What follows belongs to an exercise in optimizing a design on an open flow for small area, a short achievable clock period and few clock cycles per item; a production flow would make more cautious choices. RTL that was checked went through simulation tests only; none was proved equivalent to the original.

==> 10-11: inputs <==
Design sgd_top, start of the top module:
module sgd_top (
    input  wire                       clk,
    input  wire                       rst_n,
    input  wire                       start,
    input  wire sgd_pkg::count_t      mini_batch_size,
    input  wire sgd_pkg::count_t      number_of_samples,
    input  wire sgd_pkg::count_t      number_of_epochs,
    input  wire sgd_pkg::shift_t      step_shift,
    input  wire sgd_pkg::features_t   sample_features,
    input  wire sgd_pkg::model_word_t sample_label,
    input  wire                       sample_valid,
    output wire                       sample_ready,
    output wire sgd_pkg::model_word_t x_out_data,
    output wire                       x_out_valid,
    input  wire                       x_out_ready,
    output wire                       x_out_last,
    output wire                       done
);
    logic                 start_acc;
    logic                 start_q;
    logic                 take;
    logic                 batch_end;
    logic                 run_end;
    sgd_pkg::shift_t      step_shift_q;
    logic                 wb_done;
    logic                 v0, be0, last0;
    sgd_pkg::booth_vec_t  e0;
    sgd_pkg::model_word_t b0;
    logic                 v1, be1, last1;
    sgd_pkg::booth_vec_t  e1;
    sgd_pkg::model_word_t d1_0;
    sgd_pkg::model_word_t d1_1;
    logic                 v2, be2, last2;
    sgd_pkg::booth_vec_t  e2;
    sgd_pkg::model_vec_t  x;
    sgd_pkg::model_vec_t  w;
    sgd_pkg::model_vec_t  w_next;
  ...
==> module sgd_control, before the edit <==
module sgd_control (
    input  wire                  clk,
    input  wire                  rst_n,
    input  wire                  start,
    input  wire sgd_pkg::count_t mini_batch_size,
    input  wire sgd_pkg::count_t number_of_samples,
    input  wire sgd_pkg::count_t number_of_epochs,
    input  wire sgd_pkg::shift_t step_shift,
    input  wire                  sample_valid,
    input  wire                  wb_done,
    output logic                 start_acc,
    output logic                 sample_ready,
    output logic                 take,
    output logic                 batch_end,
    output logic                 run_end,
    output sgd_pkg::shift_t      step_shift_q,
    output logic                 done
);
    logic            busy;
    logic [1:0]      stall_q;
    sgd_pkg::count_t mbs_q;
    sgd_pkg::count_t nsamp_q;
    sgd_pkg::count_t bcnt;
    sgd_pkg::count_t scnt;
    sgd_pkg::count_t ecnt;
    logic            epoch_end;
    assign start_acc = start & ~busy;
    assign take      = sample_valid & sample_ready;
    assign epoch_end = (scnt == sgd_pkg::count_t'(1));
    assign batch_end = (bcnt == sgd_pkg::count_t'(1)) | epoch_end;
    assign run_end   = epoch_end & (ecnt == sgd_pkg::count_t'(1));
    always_ff @(posedge clk) begin
        if (!busy) begin
            mbs_q        <= mini_batch_size;
            nsamp_q      <= number_of_samples;
            step_shift_q <= step_shift;
            bcnt         <= mini_batch_size;
            scnt         <= number_of_samples;
            ecnt         <= number_of_epochs;
        end else if (take) begin
            bcnt <= batch_end ? mbs_q : bcnt - 1'b1;
            scnt <= epoch_end ? nsamp_q : scnt - 1'b1;
            if (epoch_end) begin
                ecnt <= ecnt - 1'b1;
            end
        end
    end
    always_ff @(posedge clk) begin
        if (!rst_n) begin
            busy         <= 1'b0;
            done         <= 1'b0;
            sample_ready <= 1'b0;
            stall_q      <= '0;
        end else begin
            if (take & batch_end & ~run_end) begin
                stall_q <= 2'd2;
            end else if (stall_q != '0) begin
                stall_q <= stall_q - 1'b1;
            end
            if (start_acc) begin
                busy         <= 1'b1;
                done         <= 1'b0;
                sample_ready <= 1'b1;
            end else begin
                if (take) begin
                    sample_ready <= ~batch_end;
                end else if (stall_q == 2'd1) begin
                    sample_ready <= 1'b1;
                end
                if (wb_done) begin
                    busy <= 1'b0;
                    done <= 1'b1;
                end
            end
        end
    end
endmodule
==> module sgd_gradient, before the edit <==
module sgd_gradient (
    input  wire                       clk,
    input  wire                       dp_valid,
    input  wire sgd_pkg::model_word_t dp_0,
    input  wire sgd_pkg::model_word_t dp_1,
    input  wire sgd_pkg::booth_vec_t  e,
    input  wire sgd_pkg::shift_t      step_shift_q,
    input  wire sgd_pkg::model_vec_t  w,
    output sgd_pkg::model_vec_t       w_next
);
    localparam int MW = sgd_pkg::MODEL_WIDTH;
    sgd_pkg::model_word_t dp_value;
    sgd_pkg::model_word_t loss;
    logic [2*MW-1:0]      ext;
    logic [6*MW-1:0]      rows [sgd_pkg::NUM_FEATURES];
    sgd_add #(.SKLANSKY(0)) u_dp_add (
        .a (dp_0),
        .b (dp_1),
        .s (dp_value)
    );
    assign ext      = {{MW{dp_value[MW-1]}}, dp_value} >> step_shift_q;
    always_ff @(posedge clk) begin
        loss <= ext[MW-1:0] & {MW{dp_valid}};
    end
    always_comb begin
        for (int j = 0; j < sgd_pkg::NUM_FEATURES; j++) begin
            for (int k = 0; k < 4; k++) begin
                rows[j][k*MW +: MW] = sgd_pkg::booth_row(e[3*(4*j+k) +: 3], loss, k, 1'b1);
            end
            for (int k = 1; k < 4; k++) begin
                rows[j][k*MW + 2*k-2] = ~e[3*(4*j+k-1) + 2];
            end
            rows[j][4*MW +: MW] = {25'd0, ~e[3*(4*j+3) + 2], 6'd0};
            rows[j][5*MW +: MW] = w[MW*j +: MW];
        end
    end
    for (genvar j = 0; j < sgd_pkg::NUM_FEATURES; j++) begin : g_word
        sgd_pkg::model_word_t sum_s;
        sgd_pkg::model_word_t sum_c;
        sgd_tree_upd u_sum (
            .rows (rows[j]),
            .sum  ({sum_c, sum_s})
        );
        sgd_add #(.SKLANSKY(1)) u_add (
            .a (sum_s),
            .b (sum_c),
            .s (w_next[MW*j +: MW])
        );
    end
endmodule
==> module sgd_add, before the edit <==
module sgd_add #(parameter int SKLANSKY = 1) (
    input  wire [31:0] a,
    input  wire [31:0] b,
    output wire [31:0] s
);
    localparam int W  = 32;
    localparam int LG = 5;
    logic [W-1:0] g, p, p0;
    always_comb begin
        p0 = a ^ b;
        g  = a & b;
        p  = p0;
        if (SKLANSKY) begin
            for (int l = 0; l < LG; l++) begin
                for (int i = 0; i < W; i++) begin
                    if ((i >> l) % 2 == 1) begin
                        g[i] = g[i] | (p[i] & g[((i >> l) << l) - 1]);
                        p[i] = p[i] & p[((i >> l) << l) - 1];
                    end
                end
            end
        end else begin
            for (int l = 0; l < LG; l++) begin
                for (int i = (2 << l) - 1; i < W; i += (2 << l)) begin
                    g[i] = g[i] | (p[i] & g[i - (1 << l)]);
                    p[i] = p[i] & p[i - (1 << l)];
                end
            end
            for (int l = LG - 2; l >= 0; l--) begin
                for (int i = 3 * (1 << l) - 1; i < W; i += (2 << l)) begin
                    g[i] = g[i] | (p[i] & g[i - (1 << l)]);
                    p[i] = p[i] & p[i - (1 << l)];
                end
            end
        end
    end
    assign s = p0 ^ {g[W-2:0], 1'b0};
endmodule
==> module sgd_model, before the edit <==
module sgd_model (
    input  wire                       clk,
    input  wire                       clear,
    input  wire                       upd_batch_end,
    input  wire sgd_pkg::model_vec_t  w_next,
    output sgd_pkg::model_vec_t       x,
    output sgd_pkg::model_vec_t       w
);
    sgd_pkg::model_vec_t w_d;
    assign w_d = w_next & {(sgd_pkg::NUM_FEATURES*sgd_pkg::MODEL_WIDTH){~clear}};
    always_ff @(posedge clk) begin
        w <= w_d;
    end
    always_ff @(posedge clk) begin
        if (clear || upd_batch_end) begin
            x <= w_d;
        end
    end
endmodule
export LEC_CHECK = 0
export ABC_AREA = 1
export CAP_MARGIN = 20
export CORE_MARGIN = 2
export CORE_UTILIZATION = 45
export SETUP_SLACK_MARGIN = 5
export SLEW_MARGIN = 20
create_clock -name core_clock -period 10.0 [get_ports {clk}]
run.sh (not shown) runs the stock make flow with config.mk's settings and CLKGATE_MAP_FILE= SYNTH_SCRIPT=/design/flow/synth_recipe.tcl, a recipe that flattens the netlist after the stock synthesis.
==> 02-27: changes against 10-11 <==
--- a/flow/design.v
+++ b/flow/design.v
@@ -68,5 +68,5 @@
     assign run_end   = epoch_end & (ecnt == sgd_pkg::count_t'(1));
     always_ff @(posedge clk) begin
-        if (!busy) begin
+        if (start_acc) begin
             mbs_q        <= mini_batch_size;
             nsamp_q      <= number_of_samples;
@@ -2079,9 +2079,5 @@
     logic [2*MW-1:0]      ext;
     logic [6*MW-1:0]      rows [sgd_pkg::NUM_FEATURES];
-    sgd_add #(.SKLANSKY(0)) u_dp_add (
-        .a (dp_0),
-        .b (dp_1),
-        .s (dp_value)
-    );
+    assign dp_value = dp_0 + dp_1;
     assign ext      = {{MW{dp_value[MW-1]}}, dp_value} >> step_shift_q;
     always_ff @(posedge clk) begin
@@ -2107,48 +2103,6 @@
             .sum  ({sum_c, sum_s})
         );
-        sgd_add #(.SKLANSKY(1)) u_add (
-            .a (sum_s),
-            .b (sum_c),
-            .s (w_next[MW*j +: MW])
-        );
-    end
-endmodule
-module sgd_add #(parameter int SKLANSKY = 1) (
-    input  wire [31:0] a,
-    input  wire [31:0] b,
-    output wire [31:0] s
-);
-    localparam int W  = 32;
-    localparam int LG = 5;
-    logic [W-1:0] g, p, p0;
-    always_comb begin
-        p0 = a ^ b;
-        g  = a & b;
-        p  = p0;
-        if (SKLANSKY) begin
-            for (int l = 0; l < LG; l++) begin
-                for (int i = 0; i < W; i++) begin
-                    if ((i >> l) % 2 == 1) begin
-                        g[i] = g[i] | (p[i] & g[((i >> l) << l) - 1]);
-                        p[i] = p[i] & p[((i >> l) << l) - 1];
-                    end
-                end
-            end
-        end else begin
-            for (int l = 0; l < LG; l++) begin
-                for (int i = (2 << l) - 1; i < W; i += (2 << l)) begin
-                    g[i] = g[i] | (p[i] & g[i - (1 << l)]);
-                    p[i] = p[i] & p[i - (1 << l)];
-                end
-            end
-            for (int l = LG - 2; l >= 0; l--) begin
-                for (int i = 3 * (1 << l) - 1; i < W; i += (2 << l)) begin
-                    g[i] = g[i] | (p[i] & g[i - (1 << l)]);
-                    p[i] = p[i] & p[i - (1 << l)];
-                end
-            end
-        end
+        assign w_next[MW*j +: MW] = sum_s + sum_c;
     end
-    assign s = p0 ^ {g[W-2:0], 1'b0};
 endmodule
 module sgd_tree_upd (
@@ -2693,5 +2647,5 @@
 );
     sgd_pkg::model_vec_t w_d;
-    assign w_d = w_next & {(sgd_pkg::NUM_FEATURES*sgd_pkg::MODEL_WIDTH){~clear}};
+    assign w_d = w_next & {$bits(w){~clear}};
     always_ff @(posedge clk) begin
         w <= w_d;
- CORE_UTILIZATION: 45 -> 60
==> out/summary.txt <==
fraction of area in multi-input gates: 60.4%
status: failed layout checks
CP Depth: 23
total of warnings raised by yosys: 10
Final ANT Viol Nets: 1
Mean Syn Cell Area: 8.89 um^2
Blocking Checks: antenna violations
-- figures above: 10-11

==> out/summary.txt <==
fraction of area in multi-input gates: 60.3%
status: timing/DRC/antenna clean
Final ANT Viol Nets: 0
Mean Syn Cell Area: 8.42 um^2
Final Slew Violations: 0
total of warnings raised by yosys: 8
-- figures above: 02-27

Testbench counts of 10-11, summed over its fixed seeds: cycles 5,573, samples 3,865.
The RTL of 02-27 was laid out without a check of its function.

-- separate check: timing with driven ports --
How much do the figures lean on ideal ports? The routed layouts below were timed once more, with nothing changed but the port constraints. Step 1 assumes that a clkbuf_16 drives the clock port and a buf_2 every other input. Step 2 also shifts input and output timing later by t, the mid clock arrival at the registers, as if the neighbouring blocks saw the same clock. a / b / c = ideal / step 1 / step 2; a / b = the first two.
run	t (ns)	slack for setup (ns)	worst data-port slew with drivers (ns)
10-11	0.768	5.026 / 4.960 / 5.026	0.07
02-27	0.768	4.912 / 4.912 / 4.912	0.07
